What follows belongs to an exercise in optimizing a design on an open flow for small area and few clock cycles per item; a production flow would make more cautious choices. Only simulation tests tie the RTL to the original design; equivalence was not proved. No activity file was given, so power comes from the tool's default toggle rates.

`design/flow/config.mk`:
```
export PLATFORM = sky130hd
export DESIGN_NAME = accum_table_drain
export DESIGN_NICKNAME = accum_table_drain
export VERILOG_FILES = /design/flow/design.v
export SDC_FILE = /design/flow/constraint.sdc
export NUM_CORES = 4
export LEC_CHECK = 0
export CAP_MARGIN = 20
export CORE_AREA = 2 2 458 78
export DIE_AREA = 0 0 460 80
export SLEW_MARGIN = 20
```
`design/flow/constraint.sdc`:
```
create_clock -name core_clock -period 5.0 [get_ports {clk}]
set_input_delay 1.0000 -clock core_clock [delete_from_list [all_inputs] [get_ports {clk}]]
set_output_delay 1.0000 -clock core_clock [all_outputs]
set_load 0.01 [all_outputs]
```
`design/flow/design.v`:
```
package accum_pkg;
  localparam int unsigned ACC_MAX_OUT_ROWS   = 128;
  localparam int unsigned ACC_MAX_OUT_COLS   = 128;
  localparam int unsigned ACC_SYS_ARR_COLS   = 16;
  localparam int unsigned ACC_DATA_WIDTH     = 32;
  localparam int unsigned ACC_NUM_SUBMATS_N  = ACC_MAX_OUT_COLS / ACC_SYS_ARR_COLS;
  localparam int unsigned ACC_NUM_ACCUM_ROWS = ACC_MAX_OUT_ROWS * ACC_NUM_SUBMATS_N;
  localparam int unsigned ACC_ADDR_WIDTH     = $clog2(ACC_NUM_ACCUM_ROWS);
  typedef enum logic [1:0] {IDLE, READ, FLUSH, DONE} drain_state_e;
  function automatic integer idx_w(input integer n);
    idx_w = (n > 1) ? $clog2(n) : 1;
  endfunction
  function automatic integer accum_addr(input integer blk, input integer row,
                                        input integer max_rows);
    accum_addr = blk * max_rows + row;
  endfunction
endpackage
module accum_drain_skid #(
  parameter int unsigned W = 8
) (
  input  logic         clk,
  input  logic         i_hold,
  input  logic [W-1:0] i_data,
  output logic [W-1:0] o_data
);
  logic [W-1:0] r_d;
  assign o_data = i_hold ? r_d : i_data;
  always_ff @(posedge clk) r_d <= o_data;
endmodule
module accum_table_drain
#(
  parameter int unsigned MAX_OUT_ROWS = accum_pkg::ACC_MAX_OUT_ROWS,
  parameter int unsigned MAX_OUT_COLS = accum_pkg::ACC_MAX_OUT_COLS,
  parameter int unsigned SYS_ARR_COLS = accum_pkg::ACC_SYS_ARR_COLS,
  parameter int unsigned DATA_WIDTH   = accum_pkg::ACC_DATA_WIDTH,
  localparam int unsigned NUM_SUBMATS_N  = MAX_OUT_COLS / SYS_ARR_COLS,
  localparam int unsigned NUM_ACCUM_ROWS = MAX_OUT_ROWS * NUM_SUBMATS_N,
  localparam int unsigned ADDR_WIDTH     = $clog2(NUM_ACCUM_ROWS),
  localparam int unsigned ROWS_W         = $clog2(MAX_OUT_ROWS) + 1,
  localparam int unsigned BLKS_W         = $clog2(NUM_SUBMATS_N) + 1,
  localparam int unsigned ROW_W          = accum_pkg::idx_w(MAX_OUT_ROWS),
  localparam int unsigned BLK_W          = accum_pkg::idx_w(NUM_SUBMATS_N),
  localparam int unsigned ROW_BITS       = DATA_WIDTH * SYS_ARR_COLS
) (
  input  logic                  clk,
  input  logic                  reset,
  input  logic                  start,
  input  logic [ROWS_W-1:0]     num_rows,
  input  logic [BLKS_W-1:0]     num_col_blks,
  output logic                  busy,
  output logic                  done,
  output logic                  rd_en,
  output logic [ADDR_WIDTH-1:0] rd_addr,
  input  logic [ROW_BITS-1:0]   rd_data,
  output logic                  out_valid,
  input  logic                  out_ready,
  output logic [ROW_BITS-1:0]   out_data,
  output logic [ROW_W-1:0]      out_row,
  output logic [BLK_W-1:0]      out_col_blk,
  output logic                  out_last
);
  logic              r_busy, r_done, r_hold;
  logic [ROW_W-1:0]  r_rows, r_row;
  logic [BLK_W-1:0]  r_blks, r_blk;
  logic [ROWS_W-1:0] w_rows_clamp;
  logic [BLKS_W-1:0] w_blks_clamp;
  logic              w_nonzero, w_row_end, w_last, w_pop;
  logic [ROW_W-1:0]  w_row_nx, w_row_inc;
  logic [BLK_W-1:0]  w_blk_nx, w_blk_inc;
  assign w_rows_clamp = (num_rows > ROWS_W'(MAX_OUT_ROWS)) ? ROWS_W'(MAX_OUT_ROWS) : num_rows;
  assign w_blks_clamp = (num_col_blks > BLKS_W'(NUM_SUBMATS_N)) ? BLKS_W'(NUM_SUBMATS_N) : num_col_blks;
  assign w_nonzero    = (w_rows_clamp != '0) && (w_blks_clamp != '0);
  assign w_row_inc = r_row + ROW_W'(1);
  assign w_blk_inc = r_blk + BLK_W'(1);
  assign w_row_end = (w_row_inc == r_rows);
  assign w_last    = w_row_end & (w_blk_inc == r_blks);
  assign w_pop     = r_busy & out_ready;
  always_comb begin
    w_row_nx = r_row;
    w_blk_nx = r_blk;
    if (!r_busy) begin
      w_row_nx = '0;
      w_blk_nx = '0;
    end else if (out_ready) begin
      if (w_row_end) begin
        w_row_nx = '0;
        w_blk_nx = w_blk_inc;
      end else begin
        w_row_nx = w_row_inc;
      end
    end
  end
  assign rd_en   = reset & (r_busy ? (out_ready & ~w_last) : (start & w_nonzero));
  assign rd_addr = ADDR_WIDTH'(accum_pkg::accum_addr(32'(w_blk_nx), 32'(w_row_nx), MAX_OUT_ROWS));
  assign busy    = r_busy;
  assign done    = r_done;
  always_ff @(posedge clk) begin
    r_row  <= w_row_nx;
    r_blk  <= w_blk_nx;
    r_hold <= r_busy & ~out_ready;
    if (!r_busy) begin
      r_rows <= ROW_W'(w_rows_clamp);
      r_blks <= BLK_W'(w_blks_clamp);
    end
    if (!reset) begin
      r_busy <= 1'b0;
      r_done <= 1'b0;
    end else if (r_busy) begin
      if (out_ready & w_last) begin
        r_busy <= 1'b0;
        r_done <= 1'b1;
      end
    end else begin
      r_done <= start & ~w_nonzero;
      r_busy <= start & w_nonzero;
    end
  end
  accum_drain_skid #(.W(ROW_BITS)) u_hold (
    .clk    (clk),
    .i_hold (r_hold),
    .i_data (rd_data),
    .o_data (out_data)
  );
  assign out_valid   = r_busy;
  assign out_row     = r_row;
  assign out_col_blk = r_blk;
  assign out_last    = w_last;
endmodule
```
`design/flow/flow/run.sh`:
```
#!/bin/bash
# The standard layout, with the smallest buffer on every input and output port and a
# clock tree of fewer, larger sink clusters without dummy loads.
set -euo pipefail
export BUFFER_PORTS_ARGS="-buffer_cell sky130_fd_sc_hd__buf_1"
export CTS_ARGS="-sink_clustering_enable -repair_clock_nets -dont_use_dummy_load -buf_list {sky130_fd_sc_hd__clkbuf_16} -sink_clustering_size 28 -sink_clustering_max_diameter 90"
bash standard.sh > standard_make.log 2>&1
```
`design/flow/standard.sh`:
```
#!/bin/bash
# synth_recipe.tcl (not shown) runs the flow's synth.tcl, then flattens the netlist and writes it again
# the make line also repeats each setting of config.mk as NAME=value (left out here)
make -C /OpenROAD-flow-scripts/flow DESIGN_CONFIG=/design/flow/config.mk WORK_HOME=/design/flow/orfs CLKGATE_MAP_FILE= SYNTH_SCRIPT=/design/flow/synth_recipe.tcl "${@:-finish}"
```
==> metrics.md, run 1 <==
| Metric | Value |
|---|---|
| Setup Crit Path Kind | flip-flop to primary output |
| Area contributors post-synth | dfxtp_1, mux2_2, edfxtp_1 |
| Critical path buffers and inverters | 1 |
| Area grow syn2layout | 29.0% |
| Fmax | around 250 MHz |
| Flop pwr share | 0.577 |
| Place WS | ~1.4 ns |
| Post-route ant nets | 0 |
| HP Start | u_hold.r_d[32] |
| RSZ-0062 raised after global routing | false |
| Critical Path Start Type | flip-flop |
| GPL Wtd Cong | 0.942 |
| Worst slew pin tran | roughly 0.68 ns |
| Initial Utilization | 0.522 |
| Initial antenna violation count | 7 |
| Largest net degree at the start of global routing | between 80 and 90 |
| Comb pwr share | 0.160 |
| Cts hold-fix bufs | 0 |
| CTS tree | yes |
| Reg2reg start | r_row[0] |
| Synthesized Nets | between 1,500 and 2,000 |
| Sequential Area | about 0.011 sq mm |
| Clk pwr share | 0.263 |
| Row count | 27 |
| Worst skew pair latency | between 0.5 and 0.6 ns |
| Net switching power | roughly 2.2 mW |
| Ratio of cells with drive above 1 in the final layout | 0.247 |
| Internal power component | just over 6 mW |
| Worst-path clk slew | about 0.10 ns |
| GR Layer Usage met3 | 0.0870 |
| YS warnings | 2 |
| Worst Path Arrival | roughly 2.9 ns |
| CP max stage delay | 0.53 ns |
| Slew HR | 0.545 |
| Register area share after synthesis | 0.619 |
| H-tree levels | 1 |
| Final Max Slew Viols | 0 |
| Final core utilization | 0.673 |
| Clock Skews | between 0.06 and 0.07 ns |
| Core box area | 0.0334 sq mm |
| Min Clock Period, post-route | between 3 and 4 ns |
| Fin crit share | 0.786 |
| M1 GR Usage | 0.351 |
| Post-route cell area | around 0.023 sq mm |
| Yosys reg bits | between 500 and 600 |
| VDD IR max | 0.000203 V |
| Netlist cell types | 33 |
| CTS Sinks | 535 |
| Final setup margin | about 1.1 ns |
| Flop2flop setup slack | about 2.8 ns |
| Post-DR wirelength/cell | 20.5 microns |
| Synth top area share | 0.602 |
| Reg2reg path depth | 6 |
| Final setup violating endpoints | 0 |
| Crit path cell chain | ha_1, nand2b_1, o211ai_1, a31oi_1, nor4_4, mux2i_1, buf_1 |
| Crit path max-delay family | simple AND/OR/NAND/NOR gates |
| Max FO, Critical Path | 9 |
| Total global routing track utilization | 0.284 |
| Via count | between 10,000 and 15,000 |
| Cell Count Post-Placement | approximately 2,700 |
| Cell count after synthesis | 1,204 |
| Multi-input gate area | between 0.006 and 0.007 sq mm |
| CP required | ~4 ns |
| Nets | between 2,000 and 3,000 |
| DRC viols | 0 |
| RR Endpoint | r_blk[0] |
| Num CTS Buffers | 23 |
| Die Y | ~80 microns |
| HPWL after DPL | 45.4 mm |
| Worst hold stages | 1 |
| Setup bufs post-CTS | 0 |
| Iteration-0 DRC Markers | ~570 |
| Pwr dens | 364 mW/mm^2 |
| First drt pass iteration count | 5 |
| Clock root buffer | clkbuf_16 |
| Vias in the first global route | approximately 13,000 |
| HP Class | flip-flop to flip-flop |
| Placed cell area | about 0.022 sq mm |
| Max clock buf depth | 3 |
| Via-to-Cell Ratio | ~4.8 |
| Final WL | ~55 mm |
| First-pass GRT wire length | ~77 mm |
| Remaining global-route overflow | 0 |
| LEAKAGE | 8.21 nW |
| Switch share | 0.262 |
| Synth area leader | dfxtp_1 |
| Final Non-Filler Cells | ~2,700 |
| Die footprint | 0.0368 sq mm |
| Synthesized area per cell | 14.5 sq um |
| CP max stage cell | dfxtp_1 |
| Worst Hold End | u_hold.r_d[32] |
| Post-Syn Area | 0.0175 sq mm |
| WHS | ~0.47 ns |
| CTS resizes | 0 |
| Post-Route Setup TNS | 0 ns |
| Most used routing layer | met2 |
| Fin. Hold Viols | 0 |
| Port bufs | between 1,000 and 1,500 |
| Die Wd | ~460 microns |
| I/O Pins | between 1,000 and 1,500 |
| CP Capture Type | primary output |
| Status | timing/DRC/antenna clean |
| Grt met2 use | 0.495 |
| Final Power | ~8.2 mW |
| Max_cap viols | 0 |
| Fill count | about 2,800 |
[flip-flops by register name, summed over array words and instances (netlist names)]
| register | cells |
|---|---|
| r_done | 1 |
| r_rows | 7 |
| r_blks | 3 |
| u_hold.r_d | 512 |
| r_hold | 1 |
| r_busy | 1 |
| r_row | 7 |
| r_blk | 3 |
[worst reg2reg max path, cell delays in order, from the launching register on]
cell and delay (ns):
dfxtp_1 0.53, ha_1 0.32, nand2b_1 0.12, o211ai_1 0.19
a31oi_1 0.25, nor4_4 0.48, mux2i_1 0.29
[area by class of cell]
type | count | area share
tap | 464 | 0.0258
clock buffer | 23 | 0.0256
sequential | 535 | 0.480
multi-input combinational | 601 | 0.283
antenna | 3 | 0.000333
inverter | 4 | 0.000667
timing repair buffer | 1076 | 0.184
[routing by layer]
metal / share of wire / wire, microns
met4: 0.019 / 1070
met5: 0.0018 / 100
met2: 0.50 / 27800
met1: 0.42 / 23100
met3: 0.061 / 3360
[synthesized netlist by cell type]
master,instances
o211ai_1,1
a21o_1,1
mux2i_1,3
mux2_2,512
o2111ai_2,1
dfxtp_1,525
nand4_1,3
edfxtp_1,10
xor2_1,9
o2bb2ai_1,1
nor2b_1,10
nor4_4,1
xnor2_1,8
clkbuf_1,62
ha_1,2
inv_1,4
nand2_1,8
clkbuf_2,1
nor4_1,6
nand2b_1,4
or3_1,2
buf_4,1
a31oi_1,2
a41oi_1,1
o21ai_0,4
o311a_1,1
and2_4,1
nand3_1,8
a21oi_1,1
nor2_1,2
and3_1,1
nor3b_2,1
nor3_1,7
[cell families (layout without fill, tap and decap cells)]
group,Yosys count,in the layout,synth area share
flops,535,535,0.619
mux,515,515,0.332
buf+inv,68,1103,0.0149
simple gates,54,54,0.0182
xor+xnor,17,17,0.00853
compound gates,13,13,0.00545
fa+ha+maj,2,2,0.00143
other cells,0,3,0
[power groups by stage]
stage | Clock, mW | Sequential [mW] | Combinational, mW
2_1_floorplan | 0 | 4.79 | 0.767
3_3_place_gp | 0 | 4.81 | 1.29
3_5_place_dp | 0 | 4.83 | 1.31
4_1_cts | 2.21 | 4.73 | 1.32
5_1_grt | 2.38 | 4.77 | 1.40
6_report | 2.16 | 4.73 | 1.31
[worst max path at each step]
stage,start,endpoint,slack [ns],cells after the start
2_1_floorplan,out_ready,rd_addr[5],1.77,5
6_report,r_row[0],rd_addr[7],1.07,7
3_5_place_dp,out_ready,rd_addr[8],1.42,5
4_1_cts,r_row[0],rd_addr[7],1.06,6
5_1_grt,r_row[0],rd_addr[7],0.85,7
3_3_place_gp,out_ready,rd_addr[5],1.48,6
[placed cells by master (no fill, tap or decap), types with 2 or more instances in the layout]
cell type / instances
edfxtp_1: 10
buf_4: 7
nand3_1: 8
a31oi_1: 2
nor2_1: 2
nand2_1: 8
o21ai_0: 4
xnor2_1: 8
nor4_1: 6
nand2b_1: 4
buf_1: 1064
buf_12: 5
mux2_2: 512
or3_1: 2
diode_2: 3
nor3_1: 7
inv_1: 4
mux2i_1: 3
dfxtp_1: 524
nor2b_1: 10
nand4_1: 3
xor2_1: 9
ha_1: 2
clkbuf_16: 23
Testbench counts, summed over its fixed seeds: cycles 87,815, beats 76,753.
==> run 2: changes to the inputs <==
==> design/flow/flow/run.sh (replaced) <==
#!/bin/bash
# The standard layout, with the smallest buffer on every input and output port and a
# clock tree of fewer, larger sink clusters without dummy loads.
set -euo pipefail
export BUFFER_PORTS_ARGS="-buffer_cell sky130_fd_sc_hd__buf_1"
export CTS_ARGS="-sink_clustering_enable -repair_clock_nets -dont_use_dummy_load -buf_list {sky130_fd_sc_hd__clkbuf_16} -sink_clustering_size 26 -sink_clustering_max_diameter 60"
bash standard.sh > standard_make.log 2>&1
==> metrics.md, run 2 <==
| Metric | Value |
|---|---|
| Core box area | 0.0334 sq mm (unchanged) |
| Pwr dens | 366 mW/mm^2 (+0.36%) |
| CTS resizes | 0 (unchanged) |
| Clock root buffer | clkbuf_16 |
| Final core utilization | 0.674 (about the same) |
| Worst-path clk slew | 0.10 ns (about the same) |
| CP max stage cell | dfxtp_1 |
| Row count | 27 (unchanged) |
| Synth top area share | 0.602 (unchanged) |
| Worst Path Arrival | 2.91 ns (-0.02 ns) |
| First-pass GRT wire length | 77.5 mm (+0.20%) |
| Worst skew pair latency | 0.60 ns (+0.03 ns) |
| Slew HR | 0.545 (about the same) |
| Initial antenna violation count | 7 (unchanged) |
| Iteration-0 DRC Markers | 584 (+3.4%) |
| Total global routing track utilization | 0.284 (-0.000302) |
| H-tree levels | 1 (unchanged) |
| Top-count cell post-synth | dfxtp_1 |
| Setup Crit Path Kind | flip-flop to primary output |
| First drt pass iteration count | 5 (unchanged) |
| Max clock buf depth | 3 (unchanged) |
| Remaining global-route overflow | 0 (unchanged) |
| Post-Route Setup TNS | 0 ns (unchanged) |
| Worst slew pin tran | 0.682 ns (+0.000680 ns) |
| Critical Path Start Type | flip-flop |
| Yosys reg bits | 535 (unchanged) |
| Min Clock Period, post-route | 3.91 ns (-0.0183 ns) |
| Synth area leader | dfxtp_1 |
| Critical path buffers and inverters | 1 (unchanged) |
| Die footprint | 0.0368 sq mm (unchanged) |
| Area contributors post-synth | dfxtp_1, mux2_2, edfxtp_1 |
| DRC viols | 0 (unchanged) |
| Worst hold stages | 1 (unchanged) |
| Leading cell type in the layout, fill and taps excluded | buf_1 |
| Max reg flops | 512 (unchanged) |
| CTS Sinks | 535 (unchanged) |
| Port bufs | 1,064 (unchanged) |
| Critical path depth | 7 (unchanged) |
| I/O Pins | 1,065 (unchanged) |
| Nets | 2,772 (+0.036%) |
| Clock Skews | 0.0369 ns (-0.0254 ns) |
| RSZ-0062 raised after global routing | false |
| Crit path cell chain | ha_1, nand2b_1, o211ai_1, a31oi_1, nor4_4, mux2i_1, buf_1 |
| Cell count after synthesis | 1,204 (unchanged) |
| CP Capture Type | primary output |
| Fin crit share | 0.782 (-0.00365) |
| Largest net degree at the start of global routing | 86 (unchanged) |
| Reg2reg path depth | 6 (unchanged) |
| YS warnings | 2 (unchanged) |
| CTS tree | yes |
| Crit path max-delay family | simple AND/OR/NAND/NOR gates |
| EDFF count, synth | 10 (unchanged) |
| HP Class | flip-flop to flip-flop |
| Fill count | 2,782 (-0.43%) |
| Area grow syn2layout | 29.2% (about the same) |
| Final WL | 55.4 mm (about the same) |
| Synthesized area per cell | 14.5 sq um (unchanged) |
| Post-synth top cells | dfxtp_1, mux2_2, clkbuf_1 |
| Cts hold-fix bufs | 0 (unchanged) |
| Final setup violating endpoints | 0 (unchanged) |
| Die Wd | 460 microns (unchanged) |
| Num CTS Buffers | 24 (+4.3%) |
| HPWL after DPL | 45.4 mm (unchanged) |
| Most frequent cells in the layout | buf_1, dfxtp_1, mux2_2, clkbuf_16 |
| Fin. Hold Viols | 0 (unchanged) |
| VDD IR max | 0.000286 V (+40%) |
| Post-Syn Area | 0.0175 sq mm (unchanged) |
| LEAKAGE | 8.22 nW (+0.15%) |
| Status | timing/DRC/antenna clean |
| Multi-input gate area | 0.00638 sq mm (unchanged) |
| Die Y | 80 microns (unchanged) |
| Register area share after synthesis | 0.619 (unchanged) |
| Max_cap viols | 0 (unchanged) |
| Post-route ant nets | 0 (unchanged) |
| Dominant synthesized flop cell | dfxtp_1 |
| Setup bufs post-CTS | 0 (unchanged) |
| Max FO, Critical Path | 9 (unchanged) |
| CP max stage delay | 0.53 ns (about the same) |
| Initial Utilization | 0.522 (unchanged) |
| Via-to-Cell Ratio | 4.82 (about the same) |
| Ratio of cells with drive above 1 in the final layout | 0.247 (+0.000336) |
| Share of flip-flops with an asynchronous set or reset | 0 (unchanged) |
| Fmax | 256 MHz (+0.47%) |
| Register with the most flip-flops | u_hold.r_d |
| Final Max Slew Viols | 0 (unchanged) |
| Synthesized Nets | 1,734 (unchanged) |
| Sequential Area | 0.0108 sq mm (unchanged) |
| Post-DR wirelength/cell | 20.5 microns (about the same) |
| Via count | 13,000 (-0.061%) |
| CP required | 4.00 ns (about the same) |
| Biggest regs | u_hold.r_d (512), r_row (7), r_rows (7) |
| Netlist cell types | 33 (unchanged) |
| Vias in the first global route | 12,700 (+0.21%) |
| GPL Wtd Cong | 0.942 (unchanged) |
==> run 2: cell counts after synthesis <==
Identical to the previous run, type by type.
==> run 2: path summary, 6_finish.rpt <==
check,slack [ns],end,start
worst min register to register,0.47,u_hold.r_d[34],u_hold.r_d[34]
worst max register to register,2.75,r_blk[0],r_row[0]
worst max-delay path,1.09,rd_addr[7],r_row[0]
worst min-delay path,0.47,u_hold.r_d[34],u_hold.r_d[34]
==> run 2: cell type report <==
class / instances / share of cell area
sequential: 535 / 0.480
multi-input combinational: 601 / 0.283
timing repair buffer: 1076 / 0.184
clock buffer: 24 / 0.0266
tap: 464 / 0.0258
inverter: 4 / 0.000666
antenna: 1 / 0.000111
==> run 2: power by group <==
group | switching, mW | total, mW | leakage (nW) | internal, mW
Clock | 1.33 | 2.20 | 0.296 | 0.866
Combinational | 0.730 | 1.31 | 3.39 | 0.580
Sequential | 0.0952 | 4.73 | 4.53 | 4.64
==> run 2: cell families after synthesis <==
logic type,count (synthesis),synth area share
XOR/XNOR,17,0.00853
flip-flops,535,0.619
adder cells (fa/ha/maj),2,0.00143
AND/OR/NAND/NOR,54,0.0182
multiplexers,515,0.332
buffers and inverters,68,0.0149
AO/OA/AOI/OAI,13,0.00545
==> run 2: layer usage <==
layer	global-route usage	vias up	routed length (microns)
met5	0	-	70
met4	0.0536	10	956
met3	0.0877	82	3220
met2	0.499	306	27800
met1	0.349	6393	23300
li1	-	6252	-
==> run 2: metrics by stage <==
| step | std cells | hold WS [ns] | setup slack (ns) | power [mW] | cell area, sq um |
|---|---|---|---|---|---|
| finish | 2705 | 0.475 | 1.09 | 8.24 | 22500 |
| global route | 2705 | 0.490 | 0.875 | 8.58 | 22500 |
| CTS | 2704 | 0.474 | 1.08 | 8.29 | 22500 |
| detailed placement | 2680 | 0.457 | 1.42 | 6.14 | 21900 |
| global placement | 2680 | 0.453 | 1.48 | 6.10 | 21900 |
| floorplan | 1204 | 0.491 | 1.77 | 5.55 | 17500 |
==> run 3: changes to the inputs <==
==> design/flow/flow/run.sh (replaced) <==
#!/bin/bash
# The standard layout, with the smallest buffer on every input and output port and a
# clock tree of fewer, larger sink clusters without dummy loads.
set -euo pipefail
export BUFFER_PORTS_ARGS="-buffer_cell sky130_fd_sc_hd__buf_1"
export CTS_ARGS="-sink_clustering_enable -repair_clock_nets -dont_use_dummy_load -buf_list {sky130_fd_sc_hd__clkbuf_8} -sink_clustering_size 16 -sink_clustering_max_diameter 50"
bash standard.sh > standard_make.log 2>&1
==> metrics.md, run 3 <==
| Metric | Value |
|---|---|
| YS warnings | 2 (unchanged) |
| Post-route ant nets | 0 (unchanged) |
| Nets | 2,787 (+0.54%) |
| Vias in the first global route | 12,900 (+1.1%) |
| Slew HR | 0.542 (-0.00315) |
| Worst-path clk slew | 0.10 ns (about the same) |
| Min Clock Period, post-route | 3.94 ns (+0.0308 ns) |
| Fin. Hold Viols | 0 (unchanged) |
| Worst setup startpoint | r_row[0] |
| Initial antenna violation count | 9 (+2) |
| Initial Utilization | 0.522 (unchanged) |
| Max_cap viols | 0 (unchanged) |
| HPWL after DPL | 45.4 mm (unchanged) |
| Clk pwr share | 0.258 (-0.009) |
| Leading cell type in the layout, fill and taps excluded | buf_1 |
| Core box area | 0.0334 sq mm (unchanged) |
| First drt pass iteration count | 5 (unchanged) |
| Flop pwr share | 0.581 (+0.007) |
| Final Max Slew Viols | 0 (unchanged) |
| Yosys reg bits | 535 (unchanged) |
| Row count | 27 (unchanged) |
| Cell count after synthesis | 1,204 (unchanged) |
| Pwr dens | 362 mW/mm^2 (-0.83%) |
| Die Y | 80 microns (unchanged) |
| Max reg flops | 512 (unchanged) |
| Crit path cell chain | ha_1, nand2b_1, o211ai_1, a31oi_1, nor4_4, mux2i_1, buf_1 |
| Via-to-Cell Ratio | 4.84 (+0.39%) |
| Post-Route Setup TNS | 0 ns (unchanged) |
| Netlist cell types | 33 (unchanged) |
| Via count | 13,200 (+0.94%) |
| Reg2reg start | r_row[0] |
| Num CTS Buffers | 39 (+63%) |
| Register area share after synthesis | 0.619 (unchanged) |
| Crit path max-delay family | simple AND/OR/NAND/NOR gates |
| Fin crit share | 0.788 (+0.00615) |
| Dominant synthesized flop cell | dfxtp_1 |
| GPL Wtd Cong | 0.942 (unchanged) |
| Largest net degree at the start of global routing | 86 (unchanged) |
| CP required | 4.00 ns (about the same) |
| Top-count cell post-synth | dfxtp_1 |
| CP Capture Type | primary output |
| Port bufs | 1,064 (unchanged) |
| I/O Pins | 1,065 (unchanged) |
| Cell Count Post-Placement | 2,680 (unchanged) |
| Synthesized area per cell | 14.5 sq um (unchanged) |
| Setup bufs post-CTS | 0 (unchanged) |
| Synth area leader | dfxtp_1 |
| Critical Path Start Type | flip-flop |
| Max clock buf depth | 3 (unchanged) |
| Cts hold-fix bufs | 0 (unchanged) |
| Final Power | 8.15 mW (-1.1%) |
| Net switching power | 2.22 mW (+3.1%) |
| Switch share | 0.273 (+0.0113) |
| Comb pwr share | 0.161 (+0.002) |
| CTS Sinks | 535 (unchanged) |
| Clock root buffer | clkbuf_8 |
| Clock Skews | 0.0527 ns (+0.0158 ns) |
| Status | timing/DRC/antenna clean |
| RSZ-0062 raised after global routing | false |
| Most frequent cells in the layout | buf_1, dfxtp_1, mux2_2, clkbuf_8 |
| CTS tree | yes |
| Die Wd | 460 microns (unchanged) |
| Final setup violating endpoints | 0 (unchanged) |
| Post-synth top cells | dfxtp_1, mux2_2, clkbuf_1 |
| Max FO, Critical Path | 9 (unchanged) |
| Fmax | 254 MHz (-0.78%) |
| Iteration-0 DRC Markers | 548 (-6.2%) |
| Worst Path Arrival | 2.94 ns (+0.03 ns) |
| WHS | 0.475 ns (+0.000250 ns) |
| Worst skew pair latency | 0.64 ns (+0.04 ns) |
| LEAKAGE | 8.20 nW (-0.19%) |
| HP Class | flip-flop to flip-flop |
| Total global routing track utilization | 0.289 (+0.00538) |
| Biggest regs | u_hold.r_d (512), r_row (7), r_rows (7) |
| Internal power component | 5.92 mW (-2.6%) |
| Die footprint | 0.0368 sq mm (unchanged) |
| Post-DR wirelength/cell | 20.7 microns (+0.87%) |
| VDD IR max | 0.000229 V (-20%) |
| HP Start | u_hold.r_d[35] |
| Setup Crit Path Kind | flip-flop to primary output |
| Ratio of cells with drive above 1 in the final layout | 0.252 (+0.00501) |
| CP max stage cell | dfxtp_1 |
| Synth top area share | 0.602 (unchanged) |
| Remaining global-route overflow | 0 (unchanged) |
| Register with the most flip-flops | u_hold.r_d |
| Final Non-Filler Cells | 2,720 (+0.55%) |
| Post-Syn Area | 0.0175 sq mm (unchanged) |
| Final WL | 56.2 mm (+1.4%) |
| CTS resizes | 0 (unchanged) |
| H-tree levels | 2 (+1) |
| CP max stage delay | 0.53 ns (about the same) |
| Critical path buffers and inverters | 1 (unchanged) |
| First-pass GRT wire length | 78.5 mm (+1.3%) |
| DRC viols | 0 (unchanged) |
| Synthesized Nets | 1,734 (unchanged) |
| Area contributors post-synth | dfxtp_1, mux2_2, edfxtp_1 |
| Worst slew pin tran | 0.687 ns (+0.00473 ns) |
| Area grow syn2layout | 28.8% |
| Share of flip-flops with an asynchronous set or reset | 0 (unchanged) |
| EDFF count, synth | 10 (unchanged) |
[run 3: cell counts after synthesis]
No cell type changed its count.
[run 3: path summary, 6_finish.rpt]
check	to	cells past startpoint	slack (ns)
worst max register to register	r_blk[0]	6	2.75
worst max-delay path	rd_addr[7]	7	1.06
worst min register to register	u_hold.r_d[35]	1	0.48
worst min-delay path	u_hold.r_d[35]	1	0.48
[run 3: layout make-up]
cell class	instances	area, sq um
fill	2803	11000
sequential	535	10800
multi-input combinational	601	6380
timing repair buffer	1076	4150
tap	464	581
clock buffer	39	537
inverter	4	15.0
antenna	1	2.50
[run 3: kinds of logic after synthesis]
| logic type | Yosys count | synth area share |
|---|---|---|
| compound gates | 13 | 0.00545 |
| xor+xnor | 17 | 0.00853 |
| buf+inv | 68 | 0.0149 |
| mux | 515 | 0.332 |
| fa+ha+maj | 2 | 0.00143 |
| flops | 535 | 0.619 |
| simple gates | 54 | 0.0182 |
[run 3: power groups by stage]
stage | registers, mW | logic, mW | clock network [mW]
3_5_place_dp | 4.83 | 1.31 | 0
6_report | 4.73 | 1.31 | 2.10
3_3_place_gp | 4.81 | 1.29 | 0
5_1_grt | 4.77 | 1.40 | 2.34
4_1_cts | 4.73 | 1.32 | 2.16
2_1_floorplan | 4.79 | 0.767 | 0
[run 3: routing by layer]
layer | global-route usage | part of all wire | vias to the layer above
met1 | 0.355 | 0.42 | 6420
met2 | 0.495 | 0.49 | 360
met3 | 0.0998 | 0.067 | 109
li1 | - | - | 6265
met4 | 0.0648 | 0.020 | 12
met5 | 0 | 0.0014 | -
[run 3: through the flow]
| stage | setup WS [ns] | utilization | instance area, sq um |
|---|---|---|---|
| 6_report | 1.06 | 0.672 | 22500 |
| 3_3_place_gp | 1.48 | 0.656 | 21900 |
| 4_1_cts | 1.04 | 0.672 | 22500 |
| 2_1_floorplan | 1.77 | - | 17500 |
| 3_5_place_dp | 1.42 | 0.656 | 21900 |
| 5_1_grt | 0.832 | 0.672 | 22500 |

## port drivers added, routing unchanged
No port has a modelled driver above. Below, the same layouts with a new extraction and two added sets of constraints.
Step 1 sets driving cells, clkbuf_16 on the clock port and buf_2 on the other inputs (assumed; they add their load-dependent delay and slew).
Step 2 moves the port delays by t, midway between the first and last clock arrival at a register: inputs arrive t later, outputs are due t later. That takes back most of the time a late clock gives input paths.
a / b / c = no drivers / after step 1 / after step 2; a / b = the first two.
run | t (ns) | slack for setup (ns) | hold WS [ns] | worst setup path at the end | clock arrival spread, ns
run 1 | 0.617 | 1.071 / 1.005 / 1.378 | 0.469 / 0.469 / 0.469 | input to output | 0.076 / 0.077
run 2 | 0.647 | 1.089 / 1.023 / 1.372 | 0.475 / 0.475 / 0.475 | input to output | 0.038 / 0.038
run 3 | 0.670 | 1.059 / 0.995 / 1.373 | 0.475 / 0.475 / 0.475 | input to output | 0.062 / 0.061
After both steps every run listed still meets setup and hold.
